Context: an optimization exercise on an open-source flow, tuned for small area, a short achievable clock period and few clock cycles per item. The choices shown serve that exercise and are no tape-out recipe. In this exercise RTL edits were held to simulation tests only and were not proved equivalent to the original.

File: flow/design.v
`timescale 1ns / 1ps
package rlbr_pkg;
    localparam int MAX_LIGHTS_DEF = 16;
    localparam int MAX_DIM        = 64;
    localparam int FIFO_DEPTH     = 4;
    localparam int CFG_IDX_W      = 3;
    localparam int LIGHT_W        = 72;
    localparam int CMD_W          = 102;
    typedef enum logic [CFG_IDX_W-1:0] {
        REG_PANEL_ROWS  = 3'd0,
        REG_PANEL_COLS  = 3'd1,
        REG_LIGHT_COUNT = 3'd2,
        REG_RADIUS      = 3'd3,
        REG_COL_MIN     = 3'd4,
        REG_COL_MAX     = 3'd5,
        REG_ROW_MIN     = 3'd6,
        REG_ROW_MAX     = 3'd7
    } cfg_reg_t;
    typedef enum logic [1:0] {
        OP_LOAD    = 2'd0,
        OP_RENDER  = 2'd1,
        OP_ADVANCE = 2'd2,
        OP_NONE    = 2'd3
    } op_t;
    typedef enum logic [1:0] {
        CMD_LOAD    = 2'd0,
        CMD_RENDER  = 2'd1,
        CMD_ADVANCE = 2'd2
    } cmd_kind_t;
    typedef struct packed {
        logic [1:0]         op;
        logic [3:0]         light_index;
        logic [7:0]         load_red;
        logic [7:0]         load_green;
        logic [7:0]         load_blue;
        logic signed [15:0] load_row_pos;
        logic signed [15:0] load_col_pos;
        logic [8:0]         load_heading;
        logic [6:0]         load_speed;
        logic [5:0]         pixel_row;
        logic [5:0]         pixel_col;
    } in_item_t;
    typedef struct packed {
        logic [11:0] pixel_index;
        logic [7:0]  chan_first;
        logic [7:0]  chan_second;
        logic [7:0]  chan_third;
    } out_item_t;
    typedef struct packed {
        logic [6:0]        panel_rows;
        logic [6:0]        panel_cols;
        logic [4:0]        light_count;
        logic [7:0]        falloff_radius;
        logic signed [7:0] col_min;
        logic signed [7:0] col_max;
        logic signed [7:0] row_min;
        logic signed [7:0] row_max;
    } cfg_t;
    typedef struct packed {
        logic [7:0]         red;
        logic [7:0]         green;
        logic [7:0]         blue;
        logic signed [15:0] row;
        logic signed [15:0] col;
        logic [8:0]         heading;
        logic [6:0]         speed;
    } light_t;
    typedef struct packed {
        cmd_kind_t   kind;
        logic [3:0]  idx;
        light_t      light;
        logic [5:0]  pixel_row;
        logic [5:0]  pixel_col;
        logic [11:0] pixel_index;
    } cmd_t;
    typedef struct packed {
        logic full;
        logic empty;
    } fifo_stat_t;
    typedef struct packed {
        logic       neg;
        logic [6:0] mag;
    } sine_t;
    function automatic logic [6:0] sin_q(input logic [6:0] a);
        logic [6:0] v;
        case (a)
            7'd0: v = 7'd0;
            7'd1: v = 7'd2;
            7'd2: v = 7'd3;
            7'd3: v = 7'd5;
            7'd4: v = 7'd7;
            7'd5: v = 7'd9;
            7'd6: v = 7'd10;
            7'd7: v = 7'd12;
            7'd8: v = 7'd14;
            7'd9: v = 7'd16;
            7'd10: v = 7'd17;
            7'd11: v = 7'd19;
            7'd12: v = 7'd21;
            7'd13: v = 7'd22;
            7'd14: v = 7'd24;
            7'd15: v = 7'd26;
            7'd16: v = 7'd28;
            7'd17: v = 7'd29;
            7'd18: v = 7'd31;
            7'd19: v = 7'd33;
            7'd20: v = 7'd34;
            7'd21: v = 7'd36;
            7'd22: v = 7'd37;
            7'd23: v = 7'd39;
            7'd24: v = 7'd41;
            7'd25: v = 7'd42;
            7'd26: v = 7'd44;
            7'd27: v = 7'd45;
            7'd28: v = 7'd47;
            7'd29: v = 7'd48;
            7'd30: v = 7'd50;
            7'd31: v = 7'd52;
            7'd32: v = 7'd53;
            7'd33: v = 7'd54;
            7'd34: v = 7'd56;
            7'd35: v = 7'd57;
            7'd36: v = 7'd59;
            7'd37: v = 7'd60;
            7'd38: v = 7'd62;
            7'd39: v = 7'd63;
            7'd40: v = 7'd64;
            7'd41: v = 7'd66;
            7'd42: v = 7'd67;
            7'd43: v = 7'd68;
            7'd44: v = 7'd69;
            7'd45: v = 7'd71;
            7'd46: v = 7'd72;
            7'd47: v = 7'd73;
            7'd48: v = 7'd74;
            7'd49: v = 7'd75;
            7'd50: v = 7'd77;
            7'd51: v = 7'd78;
            7'd52: v = 7'd79;
            7'd53: v = 7'd80;
            7'd54: v = 7'd81;
            7'd55: v = 7'd82;
            7'd56: v = 7'd83;
            7'd57: v = 7'd84;
            7'd58: v = 7'd85;
            7'd59: v = 7'd86;
            7'd60: v = 7'd87;
            7'd61: v = 7'd87;
            7'd62: v = 7'd88;
            7'd63: v = 7'd89;
            7'd64: v = 7'd90;
            7'd65: v = 7'd91;
            7'd66: v = 7'd91;
            7'd67: v = 7'd92;
            7'd68: v = 7'd93;
            7'd69: v = 7'd93;
            7'd70: v = 7'd94;
            7'd71: v = 7'd95;
            7'd72: v = 7'd95;
            7'd73: v = 7'd96;
            7'd74: v = 7'd96;
            7'd75: v = 7'd97;
            7'd76: v = 7'd97;
            7'd77: v = 7'd97;
            7'd78: v = 7'd98;
            7'd79: v = 7'd98;
            7'd80: v = 7'd98;
            7'd81: v = 7'd99;
            7'd82: v = 7'd99;
            7'd83: v = 7'd99;
            7'd84: v = 7'd99;
            7'd85: v = 7'd100;
            7'd86: v = 7'd100;
            7'd87: v = 7'd100;
            7'd88: v = 7'd100;
            7'd89: v = 7'd100;
            7'd90: v = 7'd100;
            default: v = 7'd100;
        endcase
        sin_q = v;
    endfunction
    function automatic sine_t sine_of(input logic [8:0] h);
        logic [8:0] a;
        sine_t      s;
        if (h <= 9'd90) begin
            a = h;
            s.neg = 1'b0;
        end else if (h <= 9'd180) begin
            a = 9'd180 - h;
            s.neg = 1'b0;
        end else if (h <= 9'd270) begin
            a = h - 9'd180;
            s.neg = 1'b1;
        end else begin
            a = 9'd360 - h;
            s.neg = 1'b1;
        end
        s.mag = sin_q(a[6:0]);
        sine_of = s;
    endfunction
endpackage
`timescale 1ns / 1ps
module rlbr_front #(
    parameter int MAX_LIGHTS = rlbr_pkg::MAX_LIGHTS_DEF
) (
    input  rlbr_pkg::in_item_t item,
    input  rlbr_pkg::cfg_t     cfg,
    output logic               keep,
    output rlbr_pkg::cmd_t     cmd
);
    logic [6:0]  rows_eff, cols_eff;
    logic        on_panel;
    logic [12:0] index_full;
    always_comb begin
        rows_eff = (32'(cfg.panel_rows) > rlbr_pkg::MAX_DIM) ?
                   7'(rlbr_pkg::MAX_DIM) : cfg.panel_rows;
        cols_eff = (32'(cfg.panel_cols) > rlbr_pkg::MAX_DIM) ?
                   7'(rlbr_pkg::MAX_DIM) : cfg.panel_cols;
        on_panel = (7'(item.pixel_row) < rows_eff) && (7'(item.pixel_col) < cols_eff);
        index_full = 13'(item.pixel_row) * 13'(cols_eff) + 13'(cols_eff)
                   - 13'd1 - 13'(item.pixel_col);
        cmd.idx           = item.light_index;
        cmd.light.red     = item.load_red;
        cmd.light.green   = item.load_green;
        cmd.light.blue    = item.load_blue;
        cmd.light.row     = item.load_row_pos;
        cmd.light.col     = item.load_col_pos;
        cmd.light.heading = (item.load_heading >= 9'd360) ?
                            item.load_heading - 9'd360 : item.load_heading;
        cmd.light.speed   = item.load_speed;
        cmd.pixel_row     = item.pixel_row;
        cmd.pixel_col     = item.pixel_col;
        cmd.pixel_index   = index_full[11:0];
        unique case (item.op)
            rlbr_pkg::OP_LOAD: begin
                cmd.kind = rlbr_pkg::CMD_LOAD;
                keep     = (32'(item.light_index) < MAX_LIGHTS);
            end
            rlbr_pkg::OP_RENDER: begin
                cmd.kind = rlbr_pkg::CMD_RENDER;
                keep     = on_panel && (cfg.light_count != 5'd0);
            end
            rlbr_pkg::OP_ADVANCE: begin
                cmd.kind = rlbr_pkg::CMD_ADVANCE;
                keep     = 1'b1;
            end
            rlbr_pkg::OP_NONE: begin
                cmd.kind = rlbr_pkg::CMD_ADVANCE;
                keep     = 1'b0;
            end
        endcase
    end
endmodule
`timescale 1ns / 1ps
module rlbr_fifo (
    input  logic                   aclk,
    input  logic                   aresetn,
    input  logic                   push,
    input  rlbr_pkg::cmd_t         push_data,
    input  logic                   pop,
    output rlbr_pkg::cmd_t         head,
    output rlbr_pkg::fifo_stat_t   stat
);
    localparam int PTR_W = $clog2(rlbr_pkg::FIFO_DEPTH);
    logic [rlbr_pkg::CMD_W-1:0] slot_reg [rlbr_pkg::FIFO_DEPTH];
    logic [PTR_W-1:0] wr_ptr_reg, rd_ptr_reg;
    logic [PTR_W:0]   count_reg;
    always_ff @(posedge aclk) begin
        if (push) begin
            slot_reg[wr_ptr_reg] <= push_data;
        end
    end
    always_ff @(posedge aclk) begin
        if (!aresetn) begin
            wr_ptr_reg <= '0;
            rd_ptr_reg <= '0;
            count_reg  <= '0;
        end else begin
            if (push) begin
                wr_ptr_reg <= wr_ptr_reg + 1'b1;
            end
            if (pop) begin
                rd_ptr_reg <= rd_ptr_reg + 1'b1;
            end
            if (push && !pop) begin
                count_reg <= count_reg + 1'b1;
            end else if (pop && !push) begin
                count_reg <= count_reg - 1'b1;
            end
        end
    end
    assign head       = slot_reg[rd_ptr_reg];
    assign stat.full  = (count_reg == (PTR_W+1)'(rlbr_pkg::FIFO_DEPTH));
    assign stat.empty = (count_reg == '0);
endmodule
`timescale 1ns / 1ps
module rlbr_back #(
    parameter int MAX_LIGHTS = rlbr_pkg::MAX_LIGHTS_DEF
) (
    input  logic                  aclk,
    input  logic                  aresetn,
    input  rlbr_pkg::cfg_t        cfg,
    input  logic                  cmd_empty,
    input  rlbr_pkg::cmd_t        cmd,
    output logic                  cmd_pop,
    output logic                  m_valid,
    input  logic                  m_ready,
    output rlbr_pkg::out_item_t   m_data,
    output logic                  busy
);
    localparam int IDX_W = (MAX_LIGHTS > 1) ? $clog2(MAX_LIGHTS) : 1;
    localparam int CNT_W = $clog2(MAX_LIGHTS + 1);
    localparam int ACC_W = 16 + CNT_W;
    typedef enum logic [10:0] {
        S_IDLE    = 11'b000_0000_0001,
        S_FETCH   = 11'b000_0000_0010,
        S_SQ      = 11'b000_0000_0100,
        S_SUM     = 11'b000_0000_1000,
        S_ROOT    = 11'b000_0001_0000,
        S_MUL     = 11'b000_0010_0000,
        S_DIV     = 11'b000_0100_0000,
        S_ACC     = 11'b000_1000_0000,
        S_OUT     = 11'b001_0000_0000,
        S_ADV_MUL = 11'b010_0000_0000,
        S_ADV_WB  = 11'b100_0000_0000
    } state_t;
    state_t state_reg, state_next;
    logic [rlbr_pkg::LIGHT_W-1:0] mem [MAX_LIGHTS];
    rlbr_pkg::light_t rd_reg;
    logic             wr_en;
    logic [IDX_W-1:0] wr_addr;
    rlbr_pkg::light_t wr_data;
    logic [CNT_W-1:0] cnt_reg, n_eff;
    logic             is_adv_reg;
    logic [3:0]       step_reg;
    logic [5:0]       pr_reg, pc_reg;
    logic [11:0]      pix_reg;
    logic [31:0]      sq_r_reg, sq_c_reg, x_reg;
    logic [17:0]      rem_reg;
    logic [15:0]      root_reg;
    logic             hit_reg;
    logic [14:0]      drem_reg [3];
    logic [15:0]      dlow_reg [3];
    logic [15:0]      q_reg [3];
    logic [ACC_W-1:0] acc_reg [3];
    logic [26:0]      qr_reg, qc_reg;
    logic             neg_r_reg, neg_c_reg;
    rlbr_pkg::out_item_t m_data_reg;
    logic                m_valid_reg;
    logic [17:0]        pr100, pc100;
    logic signed [17:0] dr, dc;
    logic [15:0]        adr, adc;
    logic [19:0]        rt, rtrial;
    logic [14:0]        r100;
    logic [14:0]        w;
    logic               hit;
    logic [7:0]         color [3];
    logic [22:0]        prod [3];
    logic [15:0]        dt [3];
    logic [9:0]         hc10;
    rlbr_pkg::sine_t    sr, sc;
    logic [13:0]        mr, mc;
    logic signed [17:0] step_r, step_c, rpos, cpos;
    logic signed [17:0] cmin, cmax, rmin, rmax;
    logic signed [10:0] hs;
    rlbr_pkg::light_t   moved;
    logic               last;
    assign n_eff = (32'(cfg.light_count) > MAX_LIGHTS) ?
                   CNT_W'(MAX_LIGHTS) : CNT_W'(cfg.light_count);
    assign last  = ((cnt_reg + 1'b1) == n_eff);
    assign r100  = 15'(cfg.falloff_radius) * 15'd100;
    always_ff @(posedge aclk) begin
        if (wr_en) begin
            mem[wr_addr] <= wr_data;
        end
        rd_reg <= mem[cnt_reg[IDX_W-1:0]];
    end
    always_comb begin
        pr100 = 18'(pr_reg) * 18'd100;
        pc100 = 18'(pc_reg) * 18'd100;
        dr    = $signed(pr100) - 18'(rd_reg.row);
        dc    = $signed(pc100) - 18'(rd_reg.col);
        adr   = dr[17] ? 16'(-dr) : 16'(dr);
        adc   = dc[17] ? 16'(-dc) : 16'(dc);
        rt     = {rem_reg, x_reg[31:30]};
        rtrial = {2'b00, root_reg, 2'b01};
        hit   = (r100 != 15'd0) && (root_reg < 16'(r100));
        w     = r100 - root_reg[14:0];
        color[0] = rd_reg.red;
        color[1] = rd_reg.green;
        color[2] = rd_reg.blue;
        for (int c = 0; c < 3; c++) begin
            prod[c] = 23'(color[c]) * 23'(w);
            dt[c]   = {drem_reg[c], dlow_reg[c][15]};
        end
        hc10 = 10'(rd_reg.heading) + 10'd90;
        if (hc10 >= 10'd360) begin
            hc10 = hc10 - 10'd360;
        end
        sr = rlbr_pkg::sine_of(rd_reg.heading);
        sc = rlbr_pkg::sine_of(hc10[8:0]);
        mr = 14'(sr.mag) * 14'(rd_reg.speed) + 14'd50;
        mc = 14'(sc.mag) * 14'(rd_reg.speed) + 14'd50;
        step_r = neg_r_reg ? -(18'(qr_reg[26:19])) : 18'(qr_reg[26:19]);
        step_c = neg_c_reg ? -(18'(qc_reg[26:19])) : 18'(qc_reg[26:19]);
        rpos = 18'(rd_reg.row) + step_r;
        cpos = 18'(rd_reg.col) + step_c;
        cmin = 18'(cfg.col_min) * 18'sd100;
        cmax = 18'(cfg.col_max) * 18'sd100;
        rmin = 18'(cfg.row_min) * 18'sd100;
        rmax = 18'(cfg.row_max) * 18'sd100;
        hs   = 11'(rd_reg.heading);
        if (cpos > cmax) begin
            cpos = cmax;
            hs = (hs < 11'sd90) ? 11'sd180 - hs : 11'sd540 - hs;
        end
        if (cpos < cmin) begin
            cpos = cmin;
            hs = (hs > 11'sd180) ? 11'sd540 - hs : 11'sd180 - hs;
        end
        if (rpos > rmax) begin
            rpos = rmax;
            hs = (hs < 11'sd270) ? 11'sd540 - hs : 11'sd360 - hs;
        end
        if (rpos < rmin) begin
            rpos = rmin;
            hs = 11'sd360 - hs;
        end
        if (hs < 11'sd0) begin
            hs = hs + 11'sd360;
        end
        if (hs >= 11'sd360) begin
            hs = hs - 11'sd360;
        end
        moved         = rd_reg;
        moved.row     = rpos[15:0];
        moved.col     = cpos[15:0];
        moved.heading = hs[8:0];
    end
    always_comb begin
        state_next = state_reg;
        cmd_pop    = 1'b0;
        wr_en      = 1'b0;
        wr_addr    = cnt_reg[IDX_W-1:0];
        wr_data    = moved;
        unique case (state_reg)
            S_IDLE: begin
                if (!cmd_empty) begin
                    cmd_pop = 1'b1;
                    case (cmd.kind)
                        rlbr_pkg::CMD_LOAD: begin
                            wr_en   = 1'b1;
                            wr_addr = IDX_W'(cmd.idx);
                            wr_data = cmd.light;
                        end
                        rlbr_pkg::CMD_RENDER: state_next = S_FETCH;
                        rlbr_pkg::CMD_ADVANCE: begin
                            if (n_eff != '0) begin
                                state_next = S_FETCH;
                            end
                        end
                        default: state_next = S_IDLE;
                    endcase
                end
            end
            S_FETCH:   state_next = is_adv_reg ? S_ADV_MUL : S_SQ;
            S_SQ:      state_next = S_SUM;
            S_SUM:     state_next = S_ROOT;
            S_ROOT:    state_next = (step_reg == 4'd15) ? S_MUL : S_ROOT;
            S_MUL:     state_next = S_DIV;
            S_DIV:     state_next = (step_reg == 4'd15) ? S_ACC : S_DIV;
            S_ACC:     state_next = last ? S_OUT : S_FETCH;
            S_OUT: begin
                if (!m_valid_reg || m_ready) begin
                    state_next = S_IDLE;
                end
            end
            S_ADV_MUL: state_next = S_ADV_WB;
            S_ADV_WB: begin
                wr_en      = 1'b1;
                state_next = last ? S_IDLE : S_FETCH;
            end
            default:   state_next = S_IDLE;
        endcase
    end
    always_ff @(posedge aclk) begin
        if (!aresetn) begin
            state_reg   <= S_IDLE;
            m_valid_reg <= 1'b0;
        end else begin
            state_reg <= state_next;
            if (state_reg == S_OUT && (!m_valid_reg || m_ready)) begin
                m_valid_reg <= 1'b1;
            end else if (m_ready) begin
                m_valid_reg <= 1'b0;
            end
        end
    end
    always_ff @(posedge aclk) begin
        case (state_reg)
            S_IDLE: begin
                cnt_reg    <= '0;
                is_adv_reg <= (cmd.kind == rlbr_pkg::CMD_ADVANCE);
                pr_reg     <= cmd.pixel_row;
                pc_reg     <= cmd.pixel_col;
                pix_reg    <= cmd.pixel_index;
                for (int c = 0; c < 3; c++) begin
                    acc_reg[c] <= '0;
                end
            end
            S_SQ: begin
                sq_r_reg <= 32'(adr) * 32'(adr);
                sq_c_reg <= 32'(adc) * 32'(adc);
            end
            S_SUM: begin
                x_reg    <= sq_r_reg + sq_c_reg;
                rem_reg  <= '0;
                root_reg <= '0;
                step_reg <= '0;
            end
            S_ROOT: begin
                if (rt >= rtrial) begin
                    rem_reg  <= 18'(rt - rtrial);
                    root_reg <= {root_reg[14:0], 1'b1};
                end else begin
                    rem_reg  <= rt[17:0];
                    root_reg <= {root_reg[14:0], 1'b0};
                end
                x_reg    <= {x_reg[29:0], 2'b00};
                step_reg <= step_reg + 4'd1;
            end
            S_MUL: begin
                hit_reg  <= hit;
                step_reg <= '0;
                for (int c = 0; c < 3; c++) begin
                    drem_reg[c] <= prod[c][22:8];
                    dlow_reg[c] <= {prod[c][7:0], 8'h00};
                    q_reg[c]    <= '0;
                end
            end
            S_DIV: begin
                for (int c = 0; c < 3; c++) begin
                    if (dt[c] >= 16'(r100)) begin
                        drem_reg[c] <= 15'(dt[c] - 16'(r100));
                        q_reg[c]    <= {q_reg[c][14:0], 1'b1};
                    end else begin
                        drem_reg[c] <= dt[c][14:0];
                        q_reg[c]    <= {q_reg[c][14:0], 1'b0};
                    end
                    dlow_reg[c] <= {dlow_reg[c][14:0], 1'b0};
                end
                step_reg <= step_reg + 4'd1;
            end
            S_ACC: begin
                for (int c = 0; c < 3; c++) begin
                    if (hit_reg) begin
                        acc_reg[c] <= acc_reg[c] + ACC_W'(q_reg[c]);
                    end
                end
                cnt_reg <= cnt_reg + 1'b1;
            end
            S_ADV_MUL: begin
                neg_r_reg <= ~sr.neg;
                neg_c_reg <= sc.neg;
                qr_reg    <= 27'(mr) * 27'd5243;
                qc_reg    <= 27'(mc) * 27'd5243;
            end
            S_ADV_WB: begin
                cnt_reg <= cnt_reg + 1'b1;
            end
            default: begin
            end
        endcase
    end
    always_ff @(posedge aclk) begin
        if (state_reg == S_OUT && (!m_valid_reg || m_ready)) begin
            m_data_reg.pixel_index <= pix_reg;
            m_data_reg.chan_first  <= (acc_reg[1][ACC_W-1:8] > (ACC_W-8)'(255)) ?
                                      8'hFF : acc_reg[1][15:8];
            m_data_reg.chan_second <= (acc_reg[0][ACC_W-1:8] > (ACC_W-8)'(255)) ?
                                      8'hFF : acc_reg[0][15:8];
            m_data_reg.chan_third  <= (acc_reg[2][ACC_W-1:8] > (ACC_W-8)'(255)) ?
                                      8'hFF : acc_reg[2][15:8];
        end
    end
    assign m_valid = m_valid_reg;
    assign m_data  = m_data_reg;
    assign busy    = (state_reg != S_IDLE);
endmodule
`timescale 1ns / 1ps
module radial_light_blob_renderer #(
    parameter int MAX_LIGHTS = rlbr_pkg::MAX_LIGHTS_DEF
) (
    input  logic                              aclk,
    input  logic                              aresetn,
    input  logic                              s_valid,
    output logic                              s_ready,
    input  rlbr_pkg::in_item_t                s_data,
    output logic                              m_valid,
    input  logic                              m_ready,
    output rlbr_pkg::out_item_t               m_data,
    input  logic                              cfg_valid,
    output logic                              cfg_ready,
    input  logic [rlbr_pkg::CFG_IDX_W-1:0]    cfg_index,
    input  logic [7:0]                        cfg_data
);
    rlbr_pkg::cfg_t       cfg_reg;
    rlbr_pkg::cmd_t       front_cmd, queue_head;
    rlbr_pkg::fifo_stat_t queue_stat;
    logic                 keep, push, pop, back_busy;
    assign cfg_ready = 1'b1;
    always_ff @(posedge aclk) begin
        if (!aresetn) begin
            cfg_reg.panel_rows     <= 7'd12;
            cfg_reg.panel_cols     <= 7'd16;
            cfg_reg.light_count    <= 5'd0;
            cfg_reg.falloff_radius <= 8'd13;
            cfg_reg.col_min        <= -8'sd3;
            cfg_reg.col_max        <= 8'sd16;
            cfg_reg.row_min        <= -8'sd3;
            cfg_reg.row_max        <= 8'sd12;
        end else if (cfg_valid) begin
            unique case (cfg_index)
                rlbr_pkg::REG_PANEL_ROWS:  cfg_reg.panel_rows     <= cfg_data[6:0];
                rlbr_pkg::REG_PANEL_COLS:  cfg_reg.panel_cols     <= cfg_data[6:0];
                rlbr_pkg::REG_LIGHT_COUNT: cfg_reg.light_count    <= cfg_data[4:0];
                rlbr_pkg::REG_RADIUS:      cfg_reg.falloff_radius <= cfg_data;
                rlbr_pkg::REG_COL_MIN:     cfg_reg.col_min        <= cfg_data;
                rlbr_pkg::REG_COL_MAX:     cfg_reg.col_max        <= cfg_data;
                rlbr_pkg::REG_ROW_MIN:     cfg_reg.row_min        <= cfg_data;
                rlbr_pkg::REG_ROW_MAX:     cfg_reg.row_max        <= cfg_data;
            endcase
        end
    end
    assign s_ready = !queue_stat.full;
    assign push    = s_valid && s_ready && keep;
    rlbr_front #(
        .MAX_LIGHTS (MAX_LIGHTS)
    ) u_front (
        .item (s_data),
        .cfg  (cfg_reg),
        .keep (keep),
        .cmd  (front_cmd)
    );
    rlbr_fifo u_fifo (
        .aclk      (aclk),
        .aresetn   (aresetn),
        .push      (push),
        .push_data (front_cmd),
        .pop       (pop),
        .head      (queue_head),
        .stat      (queue_stat)
    );
    rlbr_back #(
        .MAX_LIGHTS (MAX_LIGHTS)
    ) u_back (
        .aclk      (aclk),
        .aresetn   (aresetn),
        .cfg       (cfg_reg),
        .cmd_empty (queue_stat.empty),
        .cmd       (queue_head),
        .cmd_pop   (pop),
        .m_valid   (m_valid),
        .m_ready   (m_ready),
        .m_data    (m_data),
        .busy      (back_busy)
    );
endmodule
File: flow/run.sh
#!/bin/bash
# synth_recipe.tcl (not shown) runs the flow's synth.tcl, then flattens the netlist and writes it again
# the make line also repeats each setting of config.mk as NAME=value (left out here)
make -C /OpenROAD-flow-scripts/flow DESIGN_CONFIG=/design/flow/config.mk WORK_HOME=/design/flow/orfs CLKGATE_MAP_FILE= SYNTH_SCRIPT=/design/flow/synth_recipe.tcl finish
File: flow/config.mk
export PLATFORM = sky130hd
export DESIGN_NAME = radial_light_blob_renderer
export DESIGN_NICKNAME = radial_light_blob_renderer
export VERILOG_FILES = /design/flow/design.v
export SDC_FILE = /design/flow/constraint.sdc
export NUM_CORES = 4
export LEC_CHECK = 0
export CAP_MARGIN = 20
export CORE_MARGIN = 2
export CORE_UTILIZATION = 40
export SLEW_MARGIN = 20
File: flow/constraint.sdc
create_clock -name core_clock -period 16.0 [get_ports {aclk}]
set_input_delay 3.2000 -clock core_clock [delete_from_list [all_inputs] [get_ports {aclk}]]
set_output_delay 3.2000 -clock core_clock [all_outputs]
set_load 0.01 [all_outputs]
==> impl_metrics.csv <==
group,metric,value,unit
outcome,status,"timing/DRC/antenna clean",
setup_path,cp.required,16.63,ns
floorplanning,num_rows,213,
grt,grt_max_degree,129,
synth,synth_top_area_share,43.47,%
sta,setup_viol,0,
finish,largest_register_ffs,1152,
route,dr.pass1.iters,6,
route,via_count,85970,
synth,ys_types,104,
synth,async_reset_ff_share,0,%
sta,timing.final.crit_period,15.11,ns
floorplanning,die_w,585.4,µm
floorplanning,io_pins,145,
finish,fin_nets,13430,
synth,ys_seq_area_share,45.72,%
route,route.detailed.drc,0,
floorplanning,die-area,0.3426,mm²
synth,syn_area,0.1352,mm²
finish,drive_gt1_share,8.899,%
grt,grt_pass1_vias,89380,
setup_path,cp_max_fo,10,
synth,synthFlopType,"edfxtp_1",
floorplanning,start_util,40.16,%
synth,synth_warnings,11,
sta,max_freq,0.06620,GHz
sta,period_share,94.41,%
sta,worst_pin_slew,1.132,ns
setup_path,crit_slowest_cell,"fa_1",
grt,grt_pass1_wl,538800,µm
place,gp_congestion,0.8910,
setup_path,crit_type,"flop to flop",
clock_tree,cts_tree,"built",
synth,ys_ff_latch,2109,
clock_tree,clk_pin_slew,0.07,ns
place,hpwl,243100,µm
clock_tree,cts.sinks,2109,
grt,grt-ovfl-total,0,
synth,synth_cells,11190,
finish,fin_util,44.68,%
route,drt_wl_total,352700,µm
clock_tree,cts_max_level,4,
synth,synth_edf_count,1957,
clock_tree,cts_inserted_buffers,222,
synth,synth_area_leaders,"edfxtp_1, fa_1, ha_1",
floorplanning,die_h,585.4,µm
setup_path,worst_setup_path_end_kind,"flop",
sta,timing.slew.headroom,24.11,%
sta,final_max_slew_viol_count,0,
clock_tree,clockRootBuffer,"clkbuf_16",
place,port_buffers,143,
clock_tree,clk_path_buf_depth,4,
clock_tree,insertion_delay,0.92,ns
floorplanning,core_area,0.3366,mm²
finish,area_growth,11.24,%
grt,track_usage,20.50,%
route,drt-wirelength-per-cell,21.91,µm
route,ant_nets,0,
hold_path,min-delay-path-class,"flop to flop",
synth,synth_top_area_cell,"edfxtp_1",
synth,avgSynthCellArea,12.08,µm²
setup_path,slowest_delay,0.63,ns
run,maxCapViolCount,0,
setup_path,path_buf_inv,8,
grt,antenna_found_initial,27,
sta,clock_skew,0.1171,ns
setup_path,cp-start-kind,"flop",
setup_path,crit_family,"adder cells",
route,drt_iter0_markers,6842,
sta,hold_viol,0,
setup_path,arrival,15.73,ns
route,viasPerCell,5.342,
==> layout make-up <==
cell class	instances	area (µm²)
inverters	1503	5642
fillers	30280	186200
well taps	4515	5649
repair buffers	350	3075
clock inverters	122	1299
multi-input cells	7189	66760
diodes	17	42.54
clock buffers	290	6095
flip-flops and latches	2109	61820
==> what timing repair did <==
item / CTS / global route
hold buffers: 0 / 0
endpoints found under the setup margin: 0 / 100
resized for setup: 0 / 19
buffers inserted: 0 / 2
==> cell families after synthesis <==
logic type	share of synthesized area, %
DFF	45.72
and+or+nand+nor	8.449
other	0.002774
muxes	6.987
AOI/OAI and AO/OA	7.978
xor gates and xnor gates	3.044
buffers and inverters	5.283
adders and majority gates	22.53
==> Yosys cell counts (116+ instances only) <==
| master | number |
|---|---|
| nor2_1 | 595 |
| dfxtp_1 | 152 |
| and2_1 | 294 |
| xor2_1 | 132 |
| o21bai_1 | 116 |
| mux4_2 | 252 |
| xnor2_1 | 336 |
| a21o_1 | 131 |
| a21oi_1 | 500 |
| clkbuf_1 | 328 |
| nand2_1 | 960 |
| edfxtp_1 | 1957 |
| o21ai_0 | 404 |
| mux2i_1 | 279 |
| fa_1 | 815 |
| inv_1 | 1490 |
| ha_1 | 1130 |
==> placed cells by master, fill, tap and decap left out, types with 29 or more instances in the layout <==
master / count
o21bai_1: 116
and2_1: 289
a211oi_1: 52
clkinv_1: 45
clkinv_2: 37
fa_1: 815
and3_1: 29
inv_1: 1490
o21a_1: 33
o31ai_1: 31
edfxtp_1: 1957
nor2b_1: 92
clkbuf_16: 225
mux2_2: 82
a21boi_0: 70
a221oi_1: 77
dfxtp_1: 150
a22oi_1: 75
nor3_1: 108
xnor2_1: 326
a21oi_1: 492
xor2_1: 124
nand2b_1: 102
ha_1: 1130
a21o_1: 131
or3_1: 62
clkdlybuf4s50_1: 142
nor2_1: 577
nand3_1: 64
o211ai_1: 33
or2_2: 36
buf_4: 200
o21ai_0: 398
mux2i_1: 278
mux4_2: 252
clkbuf_1: 43
nand2_1: 956
==> layer usage <==
metal  vias to the layer above  wire length [µm]  global-route usage [%]  share of wire (%)
li1                      39490                 -                       -                  -
met1                     43710            152400                   27.35                 43
met2                      2263            171100                   35.04                 48
met3                       494             19090                   2.505                5.4
met4                        10             10100                   5.923                2.9
met5                         -                57                       0              0.016
==> final timing paths <==
check                    startpoint                     to  slack (ns)  cells after the start
hold reg to reg   u_back.pix_reg[8]  u_back.m_data_reg[32]        0.42                      0
setup / recovery  u_back.rd_reg[10]      u_back.qc_reg[26]        0.89                     64
setup reg to reg  u_back.rd_reg[10]      u_back.qc_reg[26]        0.89                     64
hold / removal    u_back.pix_reg[8]  u_back.m_data_reg[32]        0.42                      0
==> per-stage QoR <==
step / setup slack [ns] / TNS, ns / hold slack, ns / instance area, µm² / cells
after global placement: 0.4023 / 0 / 0.4110 / 142700 / 15660
after floorplan: 1.483 / 0 / 0.4003 / 135200 / 11190
final: 0.8943 / 0 / 0.4187 / 150400 / 16100
after global routing: -0.05072 / -0.05072 / 0.4333 / 150400 / 16090
after detailed placement: 0.3296 / 0 / 0.4099 / 142700 / 15660
after CTS: 0.2685 / 0 / 0.4194 / 150100 / 16070
Testbench counts, summed over its fixed seeds: cycles 590,002, pixels 1,764.

-- re-timing with driven ports --
Ports are ideal in the flow. The routed layout listed here was re-timed in OpenROAD.
Step 1 assumes that a clkbuf_16 drives the clock port and a buf_2 every other input.
Step 2, shift: input delay + t, output delay - t, t = (earliest + latest rising clock arrival at the registers) / 2. This alone moves slack from input paths to output paths.
a / b / c = ideal ports / drivers / drivers and shift; a / b = the first two.
t (ns): 0.974
setup slack, ns: 0.894 / 0.894 / 0.894
hold WS [ns]: 0.419 / 0.419 / 0.419
worst setup path after step 2: register to register
slew at the worst register clock pin (ns): 0.07 / 0.07
After both steps setup and hold are still met in this run. For this run, drivers alone change the setup slack by 0.000 ns; drivers and shift together by 0.000 ns.
